This design comes from an exercise in tuning for small area and a short achievable clock period on the open sky130 flow, not from production work.
In this exercise RTL edits were held to simulation tests only and were not proved equivalent to the original.
Power figures rest on the tool's default switching activity, not on a simulated workload.

// rv_dmem
module rv_dmem (
    input  logic        clk_in,
    input  logic        rst_in,
    input  logic [31:0] dm_addr,
    input  logic [31:0] dm_data_out,
    input  logic [3:0]  dm_wr_mask,
    input  logic        dm_wr_req,
    output logic [31:0] dm_data_in,
    output logic        dm_ready,
    output logic        err_mask,
    output logic        err_range
);
Size in the first run: ~2100 flip-flops.
make LEC_CHECK=0 CAP_MARGIN=20 CORE_MARGIN=2 CORE_UTILIZATION=57 CTS_CLUSTER_DIAMETER=80 CTS_CLUSTER_SIZE=24 GPL_TIMING_DRIVEN=1 SETUP_SLACK_MARGIN=1.6 SLEW_MARGIN=20 SYNTH_HIERARCHICAL=1 SYNTH_MINIMUM_KEEP_SIZE=0 finish   # period 3.6 ns
run.sh (not shown) runs the stock make flow with config.mk's settings and CLKGATE_MAP_FILE= SYNTH_SCRIPT=/design/flow/synth_recipe.tcl, a recipe that flattens the netlist after the stock synthesis.
The starting point went through all stages and came out clean.
Next try:
- CORE_UTILIZATION: 57 -> 60
- CTS_CLUSTER_DIAMETER: 80 -> 70
- CTS_CLUSTER_SIZE: 24 -> 20
Effect:
- power increases by 3.1%
- worst setup slack gains 0.0076 ns
- utilization goes up by 4.5 points
- synthesized area does not change
- via count went up by 1.5%
- non-clock buffer count shrinks by 3
- cell count is about the same
- flip-flop and latch count does not change
- wire length increases by 2.7%
- maximum frequency is higher by 0.37%
- clock power is higher by about 9%
Next try:
- CTS_CLUSTER_DIAMETER: 70 -> 80
- CTS_CLUSTER_SIZE: 20 -> 24
The changed run passed the timing, DRC and antenna checks.
Worst setup slack gets better by 0.039 ns.
Die area stays the same.
Hold slack hardly moves.
First-iteration DRC count went down by 6.2%.
Total power shrinks by 3.4%.

* * *

Another version of the RTL of rv_dmem (not shown whole).
Size in the first run: roughly 5500 cells after synthesis, about 2100 flip-flops, ~110 I/O pins, about 77000 um2 of cells after synthesis.
make LEC_CHECK=0 CAP_MARGIN=20 CORE_MARGIN=2 CORE_UTILIZATION=66 CTS_CLUSTER_DIAMETER=80 CTS_CLUSTER_SIZE=24 GPL_TIMING_DRIVEN=1 SETUP_SLACK_MARGIN=1.6 SLEW_MARGIN=20 SYNTH_HIERARCHICAL=1 SYNTH_MINIMUM_KEEP_SIZE=0 finish   # period 3.6 ns
Next try:
CORE_UTILIZATION = 60   (was 66)
GPL_TIMING_DRIVEN = 0   (was 1)
What happened: Final cell count rose slightly. Clock skew hardly moves. Combinational power rose by about a fifth. Setup slack gets worse by 16 ps. Sequential power barely changes. Maximum frequency fell slightly. Synthesized area stays the same. Total power rose slightly. Worst hold slack gets worse by 60 ps. First-iteration DRC count fell by a few percent.
Next try:
CTS_CLUSTER_DIAMETER = 90   (was 80)
CTS_CLUSTER_SIZE = 28   (was 24)
GPL_TIMING_DRIVEN = 1   (was 0)
The changed run produced a clean layout.
Critical path depth rises by 1.
Global-route usage falls by 1.5 points.
Routed wire length falls by 6.2%.
Clock skew stays flat.
First-iteration DRC count falls by 3.1%.

* * *

job 101:
rv_dmem again, from the RTL that the note above started with.
clock: 3.6 ns
lec_check: 0
cap_margin: 20
core_margin: 2
core_utilization: 60
cts_cluster_diameter: 80
cts_cluster_size: 24
gpl_timing_driven: 1
setup_slack_margin: 1.7
slew_margin: 20
synth_hierarchical: 1
synth_minimum_keep_size: 0
diff inputs: job 101 => job 105
- SETUP_SLACK_MARGIN changed from 1.7 to 1.5
- Between job 105 and job 101, the global router's overall resource usage is lower for job 105.
- Job 105 against job 101: critical path depth rose by 1; clock buffer count in the final layout comparable; worst setup slack after layout went up; endpoint required time on the critical path has increased.
- Looking at clock-cell share of area, job 105 sits above job 101.

* * *

The RTL this note starts from:
==> flow/design.v <==
`default_nettype none
module rv_dmem (
    input  logic        clk_in,
    input  logic        rst_in,
    input  logic [31:0] dm_addr,
    input  logic [31:0] dm_data_out,
    input  logic [3:0]  dm_wr_mask,
    input  logic        dm_wr_req,
    output logic [31:0] dm_data_in,
    output logic        dm_ready,
    output logic        err_mask,
    output logic        err_range
);
    localparam int MEM_DEPTH = 64;
    logic [5:0]  r_clr_idx;
    logic        r_clear;         
    logic [31:0] r_mem [MEM_DEPTH];
    logic        w_in_range;
    logic        w_mask_legal;
    logic        w_mask_zero;
    logic        w_clear;
    logic        w_wr_ok;
    logic        w_rd_ok;
    logic [7:0]  w_dhi;           
    logic [7:0]  w_dlo;           
    logic [3:0]  w_lane_wr;       
    logic [7:0]  w_npa [4];       
    logic [7:0]  w_npb;           
    logic [MEM_DEPTH-1:0] w_rsel;
    logic [31:0] w_wdata;
    logic [31:0] w_rdata;
    logic        w_unused;
    assign w_unused    = ^dm_addr[1:0];
    logic [5:0] w_z4;             
    logic [1:0] w_hi_n;           
    generate
        for (genvar g = 0; g < 6; g++) begin : g_z4
            rv_dmem_g_nor4 u_z (.a(dm_addr[8+4*g]), .b(dm_addr[9+4*g]), .c(dm_addr[10+4*g]),
                                .d(dm_addr[11+4*g]), .y(w_z4[g]));
        end
        for (genvar h = 0; h < 2; h++) begin : g_hi
            rv_dmem_g_nand3 u_h (.a(w_z4[3*h]), .b(w_z4[3*h+1]), .c(w_z4[3*h+2]),
                                 .y(w_hi_n[h]));
        end
    endgenerate
    rv_dmem_g_nor2 u_in_range (.a(w_hi_n[0]), .b(w_hi_n[1]), .y(w_in_range));
    assign w_mask_zero = (dm_wr_mask == 4'b0000);
    always_comb begin
        case (dm_wr_mask)
            4'b0001, 4'b0010, 4'b0100, 4'b1000,
            4'b0011, 4'b1100, 4'b1111: w_mask_legal = 1'b1;
            default:                   w_mask_legal = 1'b0;
        endcase
    end
    assign w_clear = r_clear;
    assign w_wr_ok = ~rst_in & dm_wr_req & w_mask_legal;
    assign w_rd_ok = ~rst_in & ~r_clear & ~dm_wr_req & w_in_range;
    logic w_run;                  
    assign w_run = ~r_clear;
    generate
        for (genvar b = 0; b < 32; b++) begin : g_wd
            rv_dmem_g_and2 u_wd (.a(dm_data_out[b]), .b(w_run), .y(w_wdata[b]));
        end
    endgenerate
    rv_dmem_g_dec3 u_dhi (.a(dm_addr[7:5]), .y(w_dhi));
    rv_dmem_g_dec3 u_dlo (.a(dm_addr[4:2]), .y(w_dlo));
    always_comb begin
        for (int l = 0; l < 4; l++)
            w_lane_wr[l] = w_wr_ok & dm_wr_mask[l] & w_z4[3] & w_z4[4] & w_z4[5];
    end
    generate
        for (genvar j = 0; j < 8; j++) begin : g_pre
            rv_dmem_g_aoi41 u_npb (.a({w_dlo[j], w_z4[2:0]}), .b(w_clear), .y(w_npb[j]));
            for (genvar l = 0; l < 4; l++) begin : g_lane
                rv_dmem_g_aoi21 u_npa (.a0(w_dhi[j]), .a1(w_lane_wr[l]), .b(w_clear),
                                       .y(w_npa[l][j]));
            end
        end
        for (genvar i = 0; i < MEM_DEPTH; i++) begin : g_rsel
            rv_dmem_g_and2 u_rsel (.a(w_dhi[i / 8]), .b(w_dlo[i % 8]), .y(w_rsel[i]));
        end
    endgenerate
    generate
        for (genvar i = 0; i < MEM_DEPTH; i++) begin : g_word
            for (genvar l = 0; l < 4; l++) begin : g_lane
                logic w_en;
                rv_dmem_g_nor2 u_en (.a(w_npa[l][i / 8]), .b(w_npb[i % 8]), .y(w_en));
                always_ff @(posedge clk_in) begin
                    if (w_en)
                        r_mem[i][8*l +: 8] <= w_wdata[8*l +: 8];
                end
            end
        end
    endgenerate
    generate
        for (genvar b = 0; b < 32; b++) begin : g_bit
            logic [63:0] w_t_n;
            logic [15:0] w_u;
            logic [7:0]  w_v_n;
            logic [1:0]  w_w;
            for (genvar i = 0; i < MEM_DEPTH; i++) begin : g_t
                rv_dmem_g_nand2 u_t (.a(w_rsel[i]), .b(r_mem[i][b]), .y(w_t_n[i]));
            end
            for (genvar g = 0; g < 16; g++) begin : g_n4
                rv_dmem_g_nand4 u_u (.a(w_t_n[4*g]), .b(w_t_n[4*g+1]), .c(w_t_n[4*g+2]),
                                     .d(w_t_n[4*g+3]), .y(w_u[g]));
            end
            for (genvar g = 0; g < 8; g++) begin : g_r2
                rv_dmem_g_nor2 u_v (.a(w_u[2*g]), .b(w_u[2*g+1]), .y(w_v_n[g]));
            end
            for (genvar g = 0; g < 2; g++) begin : g_w4
                rv_dmem_g_nand4 u_w (.a(w_v_n[4*g]), .b(w_v_n[4*g+1]), .c(w_v_n[4*g+2]),
                                     .d(w_v_n[4*g+3]), .y(w_w[g]));
            end
            rv_dmem_g_oa21 u_o (.a0(w_w[0]), .a1(w_w[1]), .b(w_rd_ok), .y(w_rdata[b]));
        end
    endgenerate
    always_ff @(posedge clk_in) begin
        if (rst_in) begin
            r_clr_idx <= '0;
            r_clear   <= 1'b1;
            dm_ready  <= 1'b0;
            err_mask  <= 1'b0;
            err_range <= 1'b0;
        end else begin
            r_clr_idx <= r_clr_idx + 1'b1;
            if (r_clr_idx == 6'd63) begin
                r_clear  <= 1'b0;
                dm_ready <= 1'b1;
            end
            if (!r_clear) begin
                if (!w_in_range)
                    err_range <= 1'b1;
                if (dm_wr_req && !w_mask_legal && !w_mask_zero)
                    err_mask <= 1'b1;
            end
        end
    end
    always_ff @(posedge clk_in) begin
        dm_data_in <= w_rdata;
    end
endmodule
module rv_dmem_g_nand4 (
    input  logic a, b, c, d,
    output logic y
);
    assign y = ~(a & b & c & d);
endmodule
module rv_dmem_g_nand2 (
    input  logic a, b,
    output logic y
);
    assign y = ~(a & b);
endmodule
module rv_dmem_g_aoi21 (
    input  logic a0, a1, b,
    output logic y
);
    assign y = ~((a0 & a1) | b);
endmodule
module rv_dmem_g_and2 (
    input  logic a, b,
    output logic y
);
    assign y = a & b;
endmodule
module rv_dmem_g_dec3 (
    input  logic [2:0] a,
    output logic [7:0] y
);
    always_comb begin
        for (int k = 0; k < 8; k++)
            y[k] = (a == 3'(k));
    end
endmodule
module rv_dmem_g_nor4 (
    input  logic a, b, c, d,
    output logic y
);
    assign y = ~(a | b | c | d);
endmodule
module rv_dmem_g_oa21 (
    input  logic a0, a1, b,
    output logic y
);
    assign y = (a0 | a1) & b;
endmodule
module rv_dmem_g_aoi41 (
    input  logic [3:0] a,
    input  logic       b,
    output logic       y
);
    assign y = ~((&a) | b);
endmodule
module rv_dmem_g_nand3 (
    input  logic a, b, c,
    output logic y
);
    assign y = ~(a & b & c);
endmodule
module rv_dmem_g_nor2 (
    input  logic a, b,
    output logic y
);
    assign y = ~(a | b);
endmodule
`default_nettype wire
clock: 3.6 ns
lec_check: 0
cap_margin: 20
core_margin: 2
core_utilization: 60
cts_cluster_diameter: 80
cts_cluster_size: 24
gpl_timing_driven: 1
setup_slack_margin: 1.6
slew_margin: 20
synth_hierarchical: 1
synth_minimum_keep_size: 0
tns_end_percent: 20
Next try:
- TNS_END_PERCENT: 20 -> default
After rerunning:
- power is about the same
- sequential share of layout area came out lower by 0.67 points
- worst setup slack got worse by 0.0071 ns
- wire length came out higher by 2.6%
- die area stays the same
- fmax came out lower by 0.34%
- via count came out higher by 1.0%
- design area came out higher by about 1%

## re-timing with driven ports
How much do the figures lean on ideal ports? The routed layouts below were timed once more, with nothing changed but the port constraints.
Step 1 sets driving cells, clkbuf_16 on the clock port and buf_2 on the other inputs (assumed; they add their load-dependent delay and slew).
Step 2, shift: input delay + t, output delay - t, t = (earliest + latest rising clock arrival at the registers) / 2. This alone moves slack from input paths to output paths.
Slacks: ideal / step 1 / step 2; pairs: ideal / step 1.
run | t (ns) | slack for setup (ns) | hold slack, ns | worst setup path at the end | slew at the worst register clock pin (ns)
the first run of note 1 | 0.812 | 1.534 / 1.512 / 0.767 | 0.468 / 0.468 / 0.468 | input to register | 0.10 / 0.10
the second run of note 1 | 0.822 | 1.541 / 1.540 / 0.764 | 0.462 / 0.444 / 0.462 | input to register | 0.09 / 0.09
the third run of note 1 | 0.802 | 1.580 / 1.551 / 0.749 | 0.464 / 0.455 / 0.464 | input to register | 0.10 / 0.10
the first run of note 2 | 0.806 | 1.351 / 1.313 / 0.507 | 0.458 / 0.440 / 0.458 | input to register | 0.11 / 0.11
the second run of note 2 | 0.830 | 1.335 / 1.171 / 0.342 | 0.399 / 0.352 / 0.464 | input to register | 0.11 / 0.11
the third run of note 2 | 0.819 | 1.515 / 1.429 / 0.639 | 0.458 / 0.424 / 0.458 | input to register | 0.12 / 0.12
job 101 | 0.822 | 1.415 / 1.400 / 0.578 | 0.449 / 0.413 / 0.459 | input to register | 0.10 / 0.10
job 105 | 0.822 | 1.435 / 1.386 / 0.565 | 0.401 / 0.349 / 0.454 | input to register | 0.10 / 0.10
the first run of note 4 | 0.823 | 1.517 / 1.427 / 0.604 | 0.456 / 0.425 / 0.456 | input to register | 0.10 / 0.10
the second run of note 4 | 0.822 | 1.510 / 1.451 / 0.629 | 0.457 / 0.420 / 0.457 | input to register | 0.10 / 0.10
After both steps every run listed still meets setup and hold. For the second run of note 2, which loses most, drivers alone change the setup slack by -0.164 ns; drivers and shift together by -0.993 ns.
